Context: an optimization exercise on an open-source flow, tuned for small area. The choices shown serve that exercise and are no tape-out recipe. Where RTL was checked, it was by simulation tests only, not by an equivalence proof against the original. Power and IR drop assume default switching activity.

==> inputs of build 89 <==
==> flow/design.v <==
package rf_pkg;
    localparam int DEFAULT_XLEN  = 32;
    localparam int DEFAULT_DEPTH = 32;
    localparam int REG_ADDR_W    = $clog2(DEFAULT_DEPTH);
    localparam int ZERO_REG      = 0;
endpackage : rf_pkg
module rf_scoreboard
#(
    parameter int REG_FILE_DEPTH = rf_pkg::DEFAULT_DEPTH,
    parameter int ADDR_W         = $clog2(REG_FILE_DEPTH),
    parameter int NUM_RD         = 2,
    parameter int NUM_WR         = 1,
    parameter int BYPASS         = 1
) (
    input  logic                             clk,
    input  logic                             reset_n,
    input  logic                             flush,
    input  logic                             issue_en,
    input  logic [ADDR_W-1:0]                issue_addr,
    input  logic [REG_FILE_DEPTH-1:0]        wany,     
    input  logic [NUM_RD*REG_FILE_DEPTH-1:0] rsel,     
    output logic [NUM_RD-1:0]                rd_busy
);
    localparam int D = REG_FILE_DEPTH;
    logic [D-1:0] pending;
    logic [D-1:0] set_vec;
    always_comb begin
        set_vec = '0;
        for (int r = 1; r < D; r++)
            set_vec[r] = issue_en && issue_addr == ADDR_W'(r);
    end
    always_ff @(posedge clk or negedge reset_n) begin
        if (!reset_n)
            pending <= '0;
        else if (flush)
            pending <= '0;
        else
            pending <= (pending & ~wany) | set_vec;
    end
    always_comb begin
        for (int i = 0; i < NUM_RD; i++)
            rd_busy[i] = |(rsel[i*D +: D] & pending & ~(BYPASS != 0 ? wany : '0));
    end
endmodule
module register_file_mp
#(
    parameter int XLEN              = rf_pkg::DEFAULT_XLEN,
    parameter int REG_FILE_DEPTH    = rf_pkg::DEFAULT_DEPTH,
    parameter int REG_FILE_ADDR_LEN = $clog2(REG_FILE_DEPTH),
    parameter int NUM_RD            = 2,
    parameter int NUM_WR            = 1,
    parameter int BYPASS            = 1
) (
    input  logic                                clk,
    input  logic                                reset_n,
    input  logic [NUM_WR-1:0]                   wr_en,
    input  logic [NUM_WR*REG_FILE_ADDR_LEN-1:0] wr_addr,
    input  logic [NUM_WR*XLEN-1:0]              wr_data,
    input  logic [NUM_RD*REG_FILE_ADDR_LEN-1:0] rd_addr,
    output logic [NUM_RD*XLEN-1:0]              rd_data,
    output logic [NUM_RD-1:0]                   rd_busy,
    input  logic                                issue_en,
    input  logic [REG_FILE_ADDR_LEN-1:0]        issue_addr,
    input  logic                                flush
);
    localparam int AW = REG_FILE_ADDR_LEN;
    localparam int D  = REG_FILE_DEPTH;
    localparam int NT = D + 1;               
    localparam int NG = (NT + 2) / 3;        
    logic [AW-1:0]   wa;
    logic [XLEN-1:0] wd;
    logic            wr_valid;
    assign wa = wr_addr[AW-1:0];
    assign wd = wr_data[XLEN-1:0];
    assign wr_valid = wr_en[0] && wa != '0;
    logic [D-1:0] we, wn;
    for (genvar r = 0; r < D; r++) begin : g_we
        assign we[r] = r != 0 && wr_en[0] && wa == AW'(r);
        assign wn[r] = ~we[r];
    end
    logic [XLEN-1:0] regs [D];
    assign regs[0] = '0;
    for (genvar r = 1; r < D; r++) begin : g_word
        logic [XLEN-1:0] q, nxt;
        for (genvar b = 0; b < XLEN; b++) begin : g_bit
            rf_hold u_hold (.we(we[r]), .wn(wn[r]), .d(wd[b]), .q(q[b]), .y(nxt[b]));
        end
        always_ff @(posedge clk)
            q <= nxt;
        assign regs[r] = q;
    end
    logic [D-1:0] vld;
    always_ff @(posedge clk or negedge reset_n) begin
        if (!reset_n)
            vld <= '0;
        else
            vld <= vld | we;
    end
    logic [D-1:0] rmask;
    assign rmask = vld & wn;
    logic [NUM_RD*D-1:0] dec_flat;
    for (genvar i = 0; i < NUM_RD; i++) begin : g_rd
        logic [AW-1:0]   ra;
        logic [NG*3-1:0] sel;                
        logic [D-1:0]    dec;
        assign ra = rd_addr[i*AW +: AW];
        for (genvar r = 0; r < D; r++) begin : g_sel
            assign dec[r] = r != 0 && ra == AW'(r);
            assign sel[r] = dec[r] & rmask[r];
        end
        assign dec_flat[i*D +: D] = dec;
        assign sel[D] = reset_n && wr_valid && wa == ra;
        for (genvar t = D + 1; t < NG * 3; t++) begin : g_pad
            assign sel[t] = 1'b0;
        end
        for (genvar b = 0; b < XLEN; b++) begin : g_bit
            logic [NG*3-1:0] dat;
            logic [NG-1:0]   low;             
            for (genvar r = 0; r < D; r++) begin : g_dat
                assign dat[r] = regs[r][b];
            end
            assign dat[D] = wd[b];
            for (genvar t = D + 1; t < NG * 3; t++) begin : g_pad
                assign dat[t] = 1'b0;
            end
            rf_aoi22 u_g0 (.a0(sel[1]), .b0(dat[1]), .a1(sel[2]), .b1(dat[2]), .y(low[0]));
            for (genvar g = 1; g < NG; g++) begin : g_grp
                rf_aoi222 u_g (.a0(sel[3*g]),   .b0(dat[3*g]),
                               .a1(sel[3*g+1]), .b1(dat[3*g+1]),
                               .a2(sel[3*g+2]), .b2(dat[3*g+2]), .y(low[g]));
            end
            logic [2:0] hi;
            rf_nand4 u_n0 (.a(low[0]), .b(low[1]), .c(low[2]),  .d(low[3]), .y(hi[0]));
            rf_nand4 u_n1 (.a(low[4]), .b(low[5]), .c(low[6]),  .d(low[7]), .y(hi[1]));
            rf_nand3 u_n2 (.a(low[8]), .b(low[9]), .c(low[10]),              .y(hi[2]));
            rf_or3   u_o  (.a(hi[0]),  .b(hi[1]),  .c(hi[2]), .y(rd_data[i*XLEN + b]));
        end
    end
    rf_scoreboard #(
        .REG_FILE_DEPTH (REG_FILE_DEPTH),
        .ADDR_W         (AW),
        .NUM_RD         (NUM_RD),
        .NUM_WR         (NUM_WR),
        .BYPASS         (BYPASS)
    ) u_scoreboard (
        .clk        (clk),
        .reset_n    (reset_n),
        .flush      (flush),
        .issue_en   (issue_en),
        .issue_addr (issue_addr),
        .wany       (we),
        .rsel       (dec_flat),
        .rd_busy    (rd_busy)
    );
endmodule
module rf_hold (input logic we, input logic wn, input logic d, input logic q, output logic y);
    assign y = (we & d) | (wn & q);
endmodule
module rf_aoi22 (input logic a0, input logic b0, input logic a1, input logic b1,
                 output logic y);
    assign y = ~((a0 & b0) | (a1 & b1));
endmodule
module rf_aoi222 (input logic a0, input logic b0, input logic a1, input logic b1,
                  input logic a2, input logic b2, output logic y);
    assign y = ~((a0 & b0) | (a1 & b1) | (a2 & b2));
endmodule
module rf_nand4 (input logic a, input logic b, input logic c, input logic d, output logic y);
    assign y = ~(a & b & c & d);
endmodule
module rf_nand3 (input logic a, input logic b, input logic c, output logic y);
    assign y = ~(a & b & c);
endmodule
module rf_or3 (input logic a, input logic b, input logic c, output logic y);
    assign y = a | b | c;
endmodule
==> flow/run.sh <==
#!/bin/bash
# synth_recipe.tcl (not shown) runs the flow's synth.tcl, then flattens the netlist and writes it again
# the make line also repeats each setting of config.mk as NAME=value (left out here)
make -C /OpenROAD-flow-scripts/flow DESIGN_CONFIG=/design/flow/config.mk WORK_HOME=/design/flow/orfs CLKGATE_MAP_FILE= SYNTH_SCRIPT=/design/flow/synth_recipe.tcl finish
==> flow/config.mk <==
export PLATFORM = sky130hd
export DESIGN_NAME = register_file_mp
export DESIGN_NICKNAME = register_file_mp
export VERILOG_FILES = /design/flow/design.v
export SDC_FILE = /design/flow/constraint.sdc
export NUM_CORES = 4
export LEC_CHECK = 0
export CAP_MARGIN = 20
export CORE_MARGIN = 2
export CORE_UTILIZATION = 30
export PLACE_DENSITY = 0.4
export SLEW_MARGIN = 20
export SYNTH_HIERARCHICAL = 1
==> flow/constraint.sdc <==
create_clock -name core_clock -period 8.0 [get_ports {clk}]
set_input_delay 1.6000 -clock core_clock [delete_from_list [all_inputs] [get_ports {clk}]]
set_output_delay 1.6000 -clock core_clock [all_outputs]
set_load 0.01 [all_outputs]
==> inputs of trial 73, as changes to build 89 <==
==> flow/design.v, changed modules only <==
module rf_scoreboard
#(
    parameter int REG_FILE_DEPTH = rf_pkg::DEFAULT_DEPTH,
    parameter int ADDR_W         = $clog2(REG_FILE_DEPTH),
    parameter int NUM_RD         = 2,
    parameter int NUM_WR         = 1,
    parameter int BYPASS         = 1
) (
    input  logic                             clk,
    input  logic                             reset_n,
    input  logic                             flush,
    input  logic                             issue_en,
    input  logic [ADDR_W-1:0]                issue_addr,
    input  logic [REG_FILE_DEPTH-1:0]        wany,     
    input  logic [NUM_RD*REG_FILE_DEPTH-1:0] rsel,     
    output logic [NUM_RD-1:0]                rd_busy
);
    localparam int D = REG_FILE_DEPTH;
    logic [D-1:1] pending;
    logic [D-1:1] set_vec;
    always_comb begin
        for (int r = 1; r < D; r++)
            set_vec[r] = issue_en && issue_addr == ADDR_W'(r);
    end
    always_ff @(posedge clk or negedge reset_n) begin
        if (!reset_n)
            pending <= '0;
        else if (flush)
            pending <= '0;
        else
            pending <= (pending & ~wany[D-1:1]) | set_vec;
    end
    for (genvar i = 0; i < NUM_RD; i++) begin : g_busy
        assign rd_busy[i] = |(rsel[i*D+1 +: D-1] & pending & ~(BYPASS != 0 ? wany[D-1:1] : '0));
    end
endmodule
- CAP_MARGIN: 20 -> 5
- CORE_UTILIZATION: 30 -> 40
- CTS_BUF_LIST: default -> sky130_fd_sc_hd__clkbuf_8
- CTS_CLUSTER_DIAMETER: default -> 50
- CTS_CLUSTER_SIZE: default -> 20
- PLACE_DENSITY: 0.4 -> 0.5
- SLEW_MARGIN: 20 -> 5
==> notes.md <==
quantity                                                                          trial 73                  build 89
Fraction of final layout cells with drive strength greater than 1                    15.4%                     15.1%
Leak Pwr                                                                         0.0199 uW                 0.0203 uW
First-pass GRT wire length                                                          326 mm                    347 mm
GR met3 Demand/Resource                                                              14.5%                     12.4%
Grt met2 use                                                                         63.7%                     52.5%
Cell count along the critical path                                                       9                        10
Vias in the first global route                                                      42,800                    42,200
Result of the run                                                  complete, no violations   complete, no violations
Met3 Routed Length                                                                 32.3 mm                   32.3 mm
DIE AREA                                                                         0.107 mm2                 0.142 mm2
Fin util                                                                             48.2%                     37.3%
Critical path origin                                                            wr_addr[3]                  wr_en[0]
Core Footprint                                                                   0.103 mm2                 0.137 mm2
Total Nets Final                                                                     4,023                     4,000
Synthesized cell area                                                           0.0416 mm2                0.0416 mm2
Highest cell delay on the worst timing path                                        0.71 ns                   0.81 ns
CP bufs+invs                                                                             3                         4
Critical Path AT                                                                   5.93 ns                   5.90 ns
Net switching power of the design                                                  4060 uW                   4150 uW
Switching share of power                                                             29.4%                     27.7%
Transition at the pin with the smallest max-transition slack                       1.28 ns                   1.23 ns
Capture point of the worst reg-to-reg path                         u_scoreboard.pending[9]  u_scoreboard.pending[21]
Function not checked in trial 73: the RTL went through the layout flow alone.

## separate check: timing with driven ports
The flow's constraints put no driver on any port. The routed layouts listed below were extracted and timed again, unchanged, in two steps.
Step 1 (the two cells are an assumption about what drives the block):
set clk [get_ports {clk}]
set_driving_cell -lib_cell sky130_fd_sc_hd__clkbuf_16 $clk
set_driving_cell -lib_cell sky130_fd_sc_hd__buf_2 [delete_from_list [all_inputs] $clk]
Step 2 times the ports against the registers' clock, not the clock port: input delays grow and output delays shrink by t, the midpoint of the rising clock arrivals with the driver on.
a / b / c = ideal / step 1 / step 2; a / b = the first two.
run | t (ns) | setup slack, ns | hold slack, ns | worst data-port slew with drivers (ns) | cell pins on the clock port's net
build 89 | 0.839 | 0.499 / 0.455 / 0.455 | 0.461 / 0.461 / 0.461 | 0.14 | 1
trial 73 | 0.940 | 0.465 / 0.442 / 0.442 | 0.468 / 0.468 / 0.468 | 0.14 | 1
After both steps every run listed still meets setup and hold. For build 89, which loses most, drivers alone change the setup slack by -0.044 ns; drivers and shift together by -0.044 ns.
